From an optimization exercise on the open Yosys and OpenROAD flow, aimed at small area, a short achievable clock period and few clock cycles per item; shortcuts taken in it are not production practice. In this exercise RTL edits were held to simulation tests only and were not proved equivalent to the original. Power figures rest on the tool's default switching activity, not on a simulated workload.

## mult_16x16
module mult_16x16 (
  input  logic        clk,
  input  logic        rst_n,
  input  logic        in_valid,
  output logic        in_ready,
  input  logic [15:0] in_a,
  input  logic [15:0] in_b,
  output logic        out_valid,
  input  logic        out_ready,
  output logic [31:0] out_product
);
==> flow/config.mk <==
export PLATFORM = sky130hd
export DESIGN_NAME = mult_16x16
export DESIGN_NICKNAME = mult_16x16
export VERILOG_FILES = /design/flow/design.v
export SDC_FILE = /design/flow/constraint.sdc
export NUM_CORES = 4
export LEC_CHECK = 0
export CAP_MARGIN = 20
export CORE_MARGIN = 2
export CORE_UTILIZATION = 70
export CTS_BUF_LIST = sky130_fd_sc_hd__clkbuf_4 sky130_fd_sc_hd__clkbuf_8
export SETUP_SLACK_MARGIN = 1.8
export SLEW_MARGIN = 20
==> flow/constraint.sdc <==
create_clock -name core_clock -period 4.0 [get_ports {clk}]
set_input_delay 0.8000 -clock core_clock [delete_from_list [all_inputs] [get_ports {clk}]]
set_output_delay 0.8000 -clock core_clock [all_outputs]
set_load 0.01 [all_outputs]
standard.sh (not shown) runs the stock make flow with config.mk's settings and CLKGATE_MAP_FILE= SYNTH_SCRIPT=/design/flow/synth_recipe.tcl, a recipe that flattens the netlist after the stock synthesis.
==> flow/flow/run.sh <==
#!/bin/bash
# Own flow: the standard layout (standard.sh), with Yosys's synth run with -noabc so the
# pre-mapping "abc -fast" pass does not run before ORFS extracts full/half adders (it leaves
# the adders with inverted polarity and an inverter on most adder-to-adder nets). The rest of
# synthesis (-nofsm -noshare via synth_recipe.tcl, flatten, rename) and every later step are the
# standard ones. Each tool's output goes to a log file in the work folder.
set -euo pipefail
extra=()
if [[ -f flow/extra.mk ]]; then
  while read -r line; do [[ -n "$line" && "$line" != \#* ]] && extra+=("$line"); done < flow/extra.mk
fi
bash standard.sh SYNTH_ARGS=-noabc "${extra[@]}" finish > standard_flow.log 2>&1
The first run went through all stages and came out clean.
Testbench counts at the start, summed over its fixed seeds: cycles 32,024, items 32,000.
==> next run, changes <==
- CORE_UTILIZATION: 70 -> 60
- CTS_BUF_LIST: sky130_fd_sc_hd__clkbuf_4 sky130_fd_sc_hd__clkbuf_8 -> not set
- SETUP_SLACK_MARGIN: 1.8 -> 1.6
Non-clock buffer count goes down by 11.
Area after synthesis does not change.
Cell area goes down by 3.8%.
First-iteration DRC count goes up by 4.5%.
Global-route usage goes down by 5.9 points.
Hold slack loses 0.0070 ns.
Combinational power goes down by 14%.
Sequential power goes down by about 2%.
Die area goes up by 16%.
Setup slack gains 0.025 ns.
Clock power goes up by 26%.
==> next run, changes <==
- CORE_UTILIZATION: 60 -> 80
- CTS_BUF_LIST: not set -> sky130_fd_sc_hd__clkbuf_4 sky130_fd_sc_hd__clkbuf_8
=> The new run produced a clean layout. Power came out higher by about a fifth. Setup slack loses 0.17 ns. Wire length rises by well over a third. Register-to-register slack loses 0.17 ns. Global-route usage increases by 19 points. Sequential share of layout area rises by 0.68 points. Design area drops slightly. First-iteration DRC count is higher to 2.6 times its value.
==> next run, changes <==
- CORE_UTILIZATION: 80 -> 40
- CTS_BUF_LIST: sky130_fd_sc_hd__clkbuf_4 sky130_fd_sc_hd__clkbuf_8 -> not set
=>
- clock-buffer cell count goes down by 1
- flip-flop and latch count stays the same
- total power is lower by 13%
- clock skew falls by 0.0099 ns
- final area rises by 7.6%
- area after synthesis stays the same
- non-clock buffer count came out higher by 49
- sequential share of layout area drops by 2.8 points

* * *

mult_16x16, a different RTL version from the one above (not shown whole).
For scale: roughly 1200 cells after synthesis.
clock: 4.0 ns
lec_check: 0
cap_margin: 20
core_margin: 2
core_utilization: 40
setup_slack_margin: 0.6
slew_margin: 20
run.sh (not shown) runs the stock make flow with config.mk's settings and CLKGATE_MAP_FILE= SYNTH_SCRIPT=/design/flow/synth_recipe.tcl, a recipe that flattens the netlist after the stock synthesis.
Stock flow here: none of the scripts above is used.
Testbench counts at the start, summed over its fixed seeds: cycles 32,016, items 32,000.
Rerun with:
Settings changed: SETUP_SLACK_MARGIN 0.6 to 1.2.
What happened: The new run finished with timing, DRC and antenna clean; cell count went up by about 2.5%; final area went up by about 4%; fmax went up by about 15%.
Rerun with:
Settings changed: SETUP_SLACK_MARGIN 1.2 to not set.
Worst hold slack stays flat.
Routed wire length is lower by roughly a tenth.
Count of clock-buffer cells in the layout stays the same.
Via count went down by a few percent.
Worst setup slack degrades by 0.57 ns.
Cell area falls by a few percent.
Power falls by a little under a tenth.
Clock skew stays flat.

* * *

== v31 ==
RTL: one of the versions met above, not the one the previous note started from.
Size in the first run: ~0.013 sq mm of cells after synthesis.
Settings: LEC_CHECK=0, CAP_MARGIN=20, CORE_MARGIN=2, CORE_UTILIZATION=70, CTS_BUF_LIST=sky130_fd_sc_hd__clkbuf_4 sky130_fd_sc_hd__clkbuf_8, SETUP_SLACK_MARGIN=1.6, SLEW_MARGIN=20; clock period 4.0 ns.
standard.sh (not shown) runs the stock make flow with config.mk's settings and CLKGATE_MAP_FILE= SYNTH_SCRIPT=/design/flow/synth_recipe.tcl, a recipe that flattens the netlist after the stock synthesis.
==> flow/flow/extra.mk <==
BUFFER_PORTS_ARGS=-buffer_cell sky130_fd_sc_hd__buf_2
Scripts as last shown in full above: flow/flow/run.sh
Testbench counts of v31, summed over its fixed seeds: cycles 32,024, items 32,000.
diff inputs: v31 => v56
Settings: changing SETUP_SLACK_MARGIN from 1.6 to 1.7.
==> comparison <==
Going from v31 to v56, met2 track demand over resource in global routing grows by 2.5 points.
Lower depth of the critical timing path with buffers and inverters included among v56 and v31: v31
[compare] base=v31 new=v56: non-clock buffer count shows an increase of 1, standby leakage power moved up, post-route standard cell area excluding fillers rose about 2.3%, actual transition at the worst max-transition pin saw an increase, setup slack fell 0.015 ns.
| routed wire length | v56 vs v31 | worse |
Looking only at reported combinational group power, and setting everything else aside, the lower value of v56 and v31 goes to v31.
Of v56 and v31, v31 shows the lower average vias per placed instance, with v56 above it.
Edits applied to the flow inputs when going from v56 to v44:
Settings: CORE_UTILIZATION now 40, was 70; SETUP_SLACK_MARGIN now 1.6, was 1.7.
removed: flow/flow/extra.mk
Results
More vias were needed by v44 than by v56. Number of signal-net buffers in the layout sits higher in v44 than in v56. v44 ends up with a setup slack of the critical path after layout that is 0.053 ns higher than in v56. Against v56 as the reference, v44 delivers a higher leakage component of the power.
> inputs changed (v44 -> v34)
Settings: CORE_UTILIZATION changed from 40 to 70.
==> flow/flow/extra.mk (new file) <==
ADDER_MAP_FILE=
Notes after the runs:
- Compared v44 against v34; required time at the worst-slack endpoint within noise.
- Relative to v44, via count has increased by 49% in v34.
- | number of standard-cell rows in the floorplan | higher: v44 |
- Post-place instance area: lower on v44
- Leading cell type in the layout, fill and taps excluded: sky130_fd_sc_hd__nand2_1 -> v34, sky130_fd_sc_hd__and2_1 -> v44
--- input diff v34..v57 ---
Settings: SLEW_MARGIN now 0, was 20; CAP_MARGIN now 0, was 20.
removed: flow/flow/extra.mk
==> run notes <==
Compared to v34, v57 has site row count about 4% lower. In v57 the overall fraction of global-route tracks in use turned out 0.29 points higher than in v34. Number of cells after detailed placement, v57 and v34: lower on v57.
--- input diff v57..v10 ---
Settings: CAP_MARGIN now 20, was 0; SLEW_MARGIN now 20, was 0; ABC_AREA now 1, previously not set; CORE_UTILIZATION now 60, was 70.
Notes after the runs:
Re final worst-path setup slack: v10 is 0.0099 ns down on v57.
Compared with v57, v10 shows post-route non-filler standard cell count that has gone up by more than a quarter.
Post-layout instance area came out higher on v10 than on v57.
v10: post-synthesis share of cell area spent on and, or, nand and nor gates 2.2 points below v57
v57 ended up with sky130_fd_sc_hd__and2_1 as its most common cell after layout, fill and taps aside; v10 ended up with sky130_fd_sc_hd__nand2_1.
Reported for v57 and v10, final sequential cell count turned out identical to the last digit.
Cmp v57 and v10 / static power due to leakage / lower: v57
The higher clock network power share came out of v57.
v10 vs v57, delay of the slowest cell on the worst path went up by 0.09 ns.
Relative to v57, ratio of routed vias to standard cells has decreased by 15% in v10.
The adder-cell area share of the yosys netlist of v10 falls short of that of v57 by 1.8 points.

[separate check: timing with driven ports]
How much do the figures lean on ideal ports? The routed layouts below were timed once more, with nothing changed but the port constraints. Step 1 (the two cells are an assumption about what drives the block):
set clk [get_ports {clk}]
set_driving_cell -lib_cell sky130_fd_sc_hd__clkbuf_16 $clk
set_driving_cell -lib_cell sky130_fd_sc_hd__buf_2 [delete_from_list [all_inputs] $clk]
Step 2 times the ports against the registers' clock, not the clock port: input delays grow and output delays shrink by t, the midpoint of the rising clock arrivals with the driver on. Three values: ideal ports, drivers, drivers and shift; two values: the first two.
| run | shift t [ns] | setup slack, ns | worst hold slack (ns) | latest minus earliest clock arrival (ns) | pins driven straight from the clock port |
|---|---|---|---|---|---|
| the first run of note 1 | 0.499 | 1.462 / 1.462 / 1.123 | 0.421 / 0.421 / 0.421 | 0.018 / 0.018 | 1 |
| the second run of note 1 | 0.484 | 1.487 / 1.487 / 1.088 | 0.414 / 0.414 / 0.414 | 0.021 / 0.020 | 1 |
| the third run of note 1 | 0.536 | 1.317 / 1.317 / 1.005 | 0.430 / 0.430 / 0.430 | 0.022 / 0.023 | 1 |
| the fourth run of note 1 | 0.483 | 1.496 / 1.496 / 1.099 | 0.421 / 0.421 / 0.421 | 0.012 / 0.013 | 1 |
| the first run of note 2 | 0.495 | 0.691 / 0.643 / 0.268 | 0.420 / 0.420 / 0.420 | 0.012 / 0.012 | 1 |
| the second run of note 2 | 0.495 | 1.114 / 1.065 / 0.746 | 0.421 / 0.421 / 0.421 | 0.016 / 0.016 | 1 |
| the third run of note 2 | 0.494 | 0.540 / 0.490 / 0.147 | 0.422 / 0.422 / 0.422 | 0.019 / 0.019 | 1 |
| v31 | 0.491 | 1.457 / 1.457 / 1.115 | 0.427 / 0.427 / 0.427 | 0.021 / 0.021 | 1 |
| v56 | 0.500 | 1.443 / 1.443 / 1.182 | 0.427 / 0.427 / 0.427 | 0.023 / 0.023 | 1 |
| v44 | 0.514 | 1.496 / 1.496 / 1.091 | 0.427 / 0.427 / 0.427 | 0.020 / 0.021 | 1 |
| v34 | 0.508 | 1.564 / 1.563 / 1.055 | 0.422 / 0.422 / 0.422 | 0.020 / 0.021 | 1 |
| v57 | 0.497 | 1.479 / 1.479 / 1.075 | 0.420 / 0.420 / 0.420 | 0.017 / 0.017 | 1 |
| v10 | 0.518 | 1.469 / 1.469 / 1.081 | 0.415 / 0.415 / 0.415 | 0.026 / 0.025 | 1 |
After both steps setup and hold are still met in every run listed. For v34, which loses most, drivers alone change the setup slack by -0.001 ns; drivers and shift together by -0.509 ns.
